Context: an optimization exercise on an open-source flow, tuned for small area. The choices shown serve that exercise and are no tape-out recipe.
In this exercise RTL edits were held to simulation tests only and were not proved equivalent to the original.
No activity file was given, so power comes from the tool's default toggle rates.

==> harbor: inputs <==
## branch_predictor
module branch_predictor
#(
  parameter int BP_ENTRIES = branch_predictor_pkg::BP_DEFAULT_ENTRIES
) (
  input  logic        clk,
  input  logic        rst_n,
  input  logic [31:0] if_pc,
  output logic        pred_taken,
  output logic [31:0] pred_target,
  input  logic        upd_valid,
  input  logic [31:0] upd_pc,
  input  logic        upd_taken,
  input  logic [31:0] upd_target,
  input  logic        upd_pred_taken,
  input  logic [31:0] upd_pred_target,
  output logic        redirect_valid,
  output logic [31:0] redirect_pc,
  output logic [31:0] stat_branches,
  output logic [31:0] stat_mispredicts
);
==> module branch_predictor, before the edit <==
module branch_predictor
#(
  parameter int BP_ENTRIES = branch_predictor_pkg::BP_DEFAULT_ENTRIES
) (
  input  logic        clk,
  input  logic        rst_n,
  input  logic [31:0] if_pc,
  output logic        pred_taken,
  output logic [31:0] pred_target,
  input  logic        upd_valid,
  input  logic [31:0] upd_pc,
  input  logic        upd_taken,
  input  logic [31:0] upd_target,
  input  logic        upd_pred_taken,
  input  logic [31:0] upd_pred_target,
  output logic        redirect_valid,
  output logic [31:0] redirect_pc,
  output logic [31:0] stat_branches,
  output logic [31:0] stat_mispredicts
);
  localparam int IDX   = $clog2(BP_ENTRIES);
  localparam int TAG_W = 30 - IDX;
  function automatic logic [31:0] sat_inc(input logic [31:0] v);
    sat_inc = (v == 32'hFFFF_FFFF) ? v : v + 32'd1;
  endfunction
  logic             valid_q  [BP_ENTRIES];
  logic [TAG_W-1:0] tag_q    [BP_ENTRIES];
  logic [31:0]      target_q [BP_ENTRIES];
  logic [1:0]       cnt_q    [BP_ENTRIES];
  logic [IDX-1:0]   rd_idx;
  logic             rd_hit;
  logic [IDX-1:0]   up_idx;
  logic [TAG_W-1:0] up_tag;
  logic             up_hit;
  logic [1:0]       up_cnt_next;
  logic             mispredict_p0;
  logic             unused_pc_lsbs;
  assign unused_pc_lsbs = &{1'b0, if_pc[1:0]};
  always_comb begin
    rd_idx      = if_pc[IDX+1:2];
    rd_hit      = valid_q[rd_idx] && (tag_q[rd_idx] == if_pc[31:IDX+2]);
    pred_taken  = rd_hit && cnt_q[rd_idx][1];
    pred_target = pred_taken ? target_q[rd_idx] : 32'd0;
  end
  always_comb begin
    up_idx        = upd_pc[IDX+1:2];
    up_tag        = upd_pc[31:IDX+2];
    up_hit        = valid_q[up_idx] && (tag_q[up_idx] == up_tag);
    mispredict_p0 = upd_valid &&
                    ((upd_taken != upd_pred_taken) ||
                     (upd_taken && upd_pred_taken && (upd_target != upd_pred_target)));
  end
  bp_sat_counter u_sat_counter (
    .cnt      (cnt_q[up_idx]),
    .taken    (upd_taken),
    .cnt_next (up_cnt_next)
  );
  always_ff @(posedge clk or negedge rst_n) begin
    if (!rst_n) begin
      for (int i = 0; i < BP_ENTRIES; i++) begin
        valid_q[i]  <= 1'b0;
        tag_q[i]    <= '0;
        target_q[i] <= 32'd0;
        cnt_q[i]    <= branch_predictor_pkg::BP_SN;
      end
    end else if (upd_valid) begin
      if (up_hit) begin
        cnt_q[up_idx] <= up_cnt_next;
        if (upd_taken) target_q[up_idx] <= upd_target;
      end else if (upd_taken) begin
        valid_q[up_idx]  <= 1'b1;
        tag_q[up_idx]    <= up_tag;
        target_q[up_idx] <= upd_target;
        cnt_q[up_idx]    <= branch_predictor_pkg::BP_WT;
      end
    end
  end
  always_ff @(posedge clk or negedge rst_n) begin
    if (!rst_n) begin
      redirect_valid <= 1'b0;
      redirect_pc    <= 32'd0;
    end else begin
      redirect_valid <= mispredict_p0;
      if (mispredict_p0) redirect_pc <= upd_taken ? upd_target : upd_pc + 32'd8;
    end
  end
  always_ff @(posedge clk or negedge rst_n) begin
    if (!rst_n) begin
      stat_branches    <= 32'd0;
      stat_mispredicts <= 32'd0;
    end else begin
      if (upd_valid)     stat_branches    <= sat_inc(stat_branches);
      if (mispredict_p0) stat_mispredicts <= sat_inc(stat_mispredicts);
    end
  end
endmodule
make LEC_CHECK=0 CAP_MARGIN=20 CORE_MARGIN=2 CORE_UTILIZATION=40 SETUP_SLACK_MARGIN=0.2 SLEW_MARGIN=20 finish   # period 9.0 ns
run.sh (not shown) runs the stock make flow with config.mk's settings and CLKGATE_MAP_FILE= SYNTH_SCRIPT=/design/flow/synth_recipe.tcl, a recipe that flattens the netlist after the stock synthesis.
==> violet: changes against harbor <==
==> flow/design.v (replaced) <==
package branch_predictor_pkg;
  localparam int BP_cnt_len = 2;
  localparam int BP_DEFAULT_ENTRIES = 16;
  typedef enum logic [BP_cnt_len-1:0] {
    BP_SN = 2'b00,
    BP_WN = 2'b01,
    BP_WT = 2'b10,
    BP_ST = 2'b11
  } bp_cnt_e;
endpackage
module bp_sat_counter (
  input  logic [branch_predictor_pkg::BP_cnt_len-1:0] cnt,
  input  logic                                        taken,
  output logic [branch_predictor_pkg::BP_cnt_len-1:0] cnt_next
);
  always_comb begin
    cnt_next = cnt;
    if (taken) begin
      if (cnt != branch_predictor_pkg::BP_ST) cnt_next = cnt + 2'd1;
    end else begin
      if (cnt != branch_predictor_pkg::BP_SN) cnt_next = cnt - 2'd1;
    end
  end
endmodule
module branch_predictor
#(
  parameter int BP_ENTRIES = branch_predictor_pkg::BP_DEFAULT_ENTRIES
) (
  input  logic        clk,
  input  logic        rst_n,
  input  logic [31:0] if_pc,
  output logic        pred_taken,
  output logic [31:0] pred_target,
  input  logic        upd_valid,
  input  logic [31:0] upd_pc,
  input  logic        upd_taken,
  input  logic [31:0] upd_target,
  input  logic        upd_pred_taken,
  input  logic [31:0] upd_pred_target,
  output logic        redirect_valid,
  output logic [31:0] redirect_pc,
  output logic [31:0] stat_branches,
  output logic [31:0] stat_mispredicts
);
  localparam int IDX   = $clog2(BP_ENTRIES);
  localparam int TAG_W = 30 - IDX;
  logic             valid_q  [BP_ENTRIES];
  logic             c1_q     [BP_ENTRIES];    
  logic             c0_q     [BP_ENTRIES];    
  logic [TAG_W-1:0] tag_q    [BP_ENTRIES];
  logic [31:0]      target_q [BP_ENTRIES];
  logic [IDX-1:0]   rd_idx;
  logic [TAG_W-1:0] rd_tag;
  logic [IDX-1:0]   up_idx;
  logic [TAG_W-1:0] up_tag;
  logic             up_hit;
  logic             mispredict_p0;
  logic             unused_pc_lsbs;
  assign unused_pc_lsbs = &{1'b0, if_pc[1:0]};
  assign rd_idx = if_pc[IDX+1:2];
  assign rd_tag = if_pc[31:IDX+2];
  assign up_idx = upd_pc[IDX+1:2];
  assign up_tag = upd_pc[31:IDX+2];
  assign pred_taken  = c1_q[rd_idx] && (tag_q[rd_idx] == rd_tag);
  assign pred_target = pred_taken ? target_q[rd_idx] : 32'd0;
  assign up_hit        = valid_q[up_idx] && (tag_q[up_idx] == up_tag);
  assign mispredict_p0 = upd_valid &&
                         ((upd_taken != upd_pred_taken) ||
                          (upd_taken && (upd_target != upd_pred_target)));
  for (genvar i = 0; i < BP_ENTRIES; i++) begin : g_ent
    logic sel, wr_tt, wr_cnt;
    logic [1:0] cnt_next;
    assign sel    = upd_valid && (up_idx == i[IDX-1:0]);
    assign wr_tt  = sel && upd_taken;
    assign wr_cnt = sel && (up_hit || upd_taken);
    bp_sat_counter u_sat_counter (
      .cnt      ({c1_q[i], c0_q[i]}),
      .taken    (upd_taken),
      .cnt_next (cnt_next)
    );
    always_ff @(posedge clk or negedge rst_n) begin
      if (!rst_n) begin
        valid_q[i] <= 1'b0;
        c1_q[i]    <= 1'b0;
      end else begin
        if (wr_tt) valid_q[i] <= 1'b1;
        if (wr_cnt) c1_q[i] <= up_hit ? cnt_next[1] : 1'b1;
      end
    end
    always_ff @(posedge clk) begin
      if (wr_cnt) c0_q[i] <= up_hit ? cnt_next[0] : 1'b0;
      if (wr_tt) begin
        tag_q[i]    <= up_tag;
        target_q[i] <= upd_target;
      end
    end
  end
  always_ff @(posedge clk or negedge rst_n) begin
    if (!rst_n) begin
      redirect_valid <= 1'b0;
      redirect_pc    <= 32'd0;
    end else begin
      redirect_valid <= mispredict_p0;
      if (mispredict_p0)
        redirect_pc <= upd_taken ? upd_target : {upd_pc[31:3] + 29'd1, upd_pc[2:0]};
    end
  end
  always_ff @(posedge clk or negedge rst_n) begin
    if (!rst_n) begin
      stat_branches    <= 32'd0;
      stat_mispredicts <= 32'd0;
    end else begin
      if (upd_valid && !(&stat_branches))       stat_branches    <= stat_branches + 32'd1;
      if (mispredict_p0 && !(&stat_mispredicts)) stat_mispredicts <= stat_mispredicts + 32'd1;
    end
  end
endmodule
==> flow/flow/run.sh (new file) <==
#!/bin/bash
# Own layout flow: the standard flow, with three changes that only affect
# how the layout is built:
#  1. synthesis uses an area-oriented ABC mapping script (flow/abc_area.script)
#     in place of ORFS's; everything before ABC (incl. flip-flop mapping) and
#     after it is ORFS's/the standard synthesis, so registers are unchanged;
#  2. port buffers are sky130_fd_sc_hd__buf_1 instead of the default choice;
#  3. CTS uses smaller clock buffers, larger sink clusters and no dummy loads.
set -euo pipefail
W=$(pwd)
rm -rf "$W/scripts_area"
cp -r "$FLOW_HOME/scripts" "$W/scripts_area"
cp "$W/flow/abc_area.script" "$W/scripts_area/abc_area.script"
SCRIPTS_DIR="$W/scripts_area" bash "$W/standard.sh" synth > "$W/synth.log" 2>&1
export BUFFER_PORTS_ARGS="-buffer_cell sky130_fd_sc_hd__buf_1"
export CTS_ARGS="-sink_clustering_enable -repair_clock_nets -dont_use_dummy_load -buf_list sky130_fd_sc_hd__clkbuf_16 -sink_clustering_size 20 -sink_clustering_max_diameter 60"
bash "$W/standard.sh" > "$W/layout.log" 2>&1
==> flow/flow/abc_area.script (new file) <==
strash
ifraig
dc2
strash
&get -n
&st
&dch -f
&nf -a -F 5 -A 5
&put
==> flow/standard.sh (new file) <==
#!/bin/bash
# synth_recipe.tcl (not shown) runs the flow's synth.tcl, then flattens the netlist and writes it again
# the make line also repeats each setting of config.mk as NAME=value (left out here)
make -C /OpenROAD-flow-scripts/flow DESIGN_CONFIG=/design/flow/config.mk WORK_HOME=/design/flow/orfs CLKGATE_MAP_FILE= SYNTH_SCRIPT=/design/flow/synth_recipe.tcl "${@:-finish}"
--- a/flow/config.mk
+++ b/flow/config.mk
@@ -5,8 +5,9 @@
 export SDC_FILE = /design/flow/constraint.sdc
 export NUM_CORES = 4
 export LEC_CHECK = 0
-export CAP_MARGIN = 20
+export ABC_AREA = 1
+export CAP_MARGIN = 10
 export CORE_MARGIN = 2
-export CORE_UTILIZATION = 40
+export CORE_UTILIZATION = 55
 export SETUP_SLACK_MARGIN = 0.2
-export SLEW_MARGIN = 20
+export SLEW_MARGIN = 10
removed: flow/run.sh
==> summary of the runs <==
- In violet the global-route usage is higher than in harbor, by 6.8 points.
- In violet the non-clock buffer count is lower than in harbor, by 68.
- Against harbor, the final cell count of violet is smaller by 36%.
- Against harbor, the worst hold slack of violet is lower by 0.0054 ns.
- Against harbor, the routed wire length of violet is smaller by 32%.
- Of violet and harbor, harbor has the higher area after synthesis (gap about 23%, measured against harbor).
- Of harbor and violet, harbor has the higher clock power (gap about 70%, measured against violet).
- Combinational power: violet is lower than harbor (70%).
- Against harbor, the clock skew of violet is lower by 0.040 ns.

==> port drivers added, routing unchanged <==
In the flow no input, the clock included, has a driving cell. The finished layouts below were timed again as built, in two steps.
Step 1 sets driving cells, clkbuf_16 on the clock port and buf_2 on the other inputs (assumed; they add their load-dependent delay and slew).
Step 2 moves the port delays by t, midway between the first and last clock arrival at a register: inputs arrive t later, outputs are due t later. That takes back most of the time a late clock gives input paths.
Slacks: ideal ports / drivers / drivers and shift; pairs: ideal ports / drivers.
run | shift t [ns] | setup slack, ns | worst register clock-pin slew, ns
harbor | 0.846 | 0.711 / 0.681 / 0.681 | 0.07 / 0.07
violet | 0.693 | 0.456 / 0.344 / 0.344 | 0.08 / 0.08
After both steps every run listed still meets setup and hold. The setup slack of violet, which loses most, moves by -0.112 ns with the drivers and by -0.112 ns with both steps.
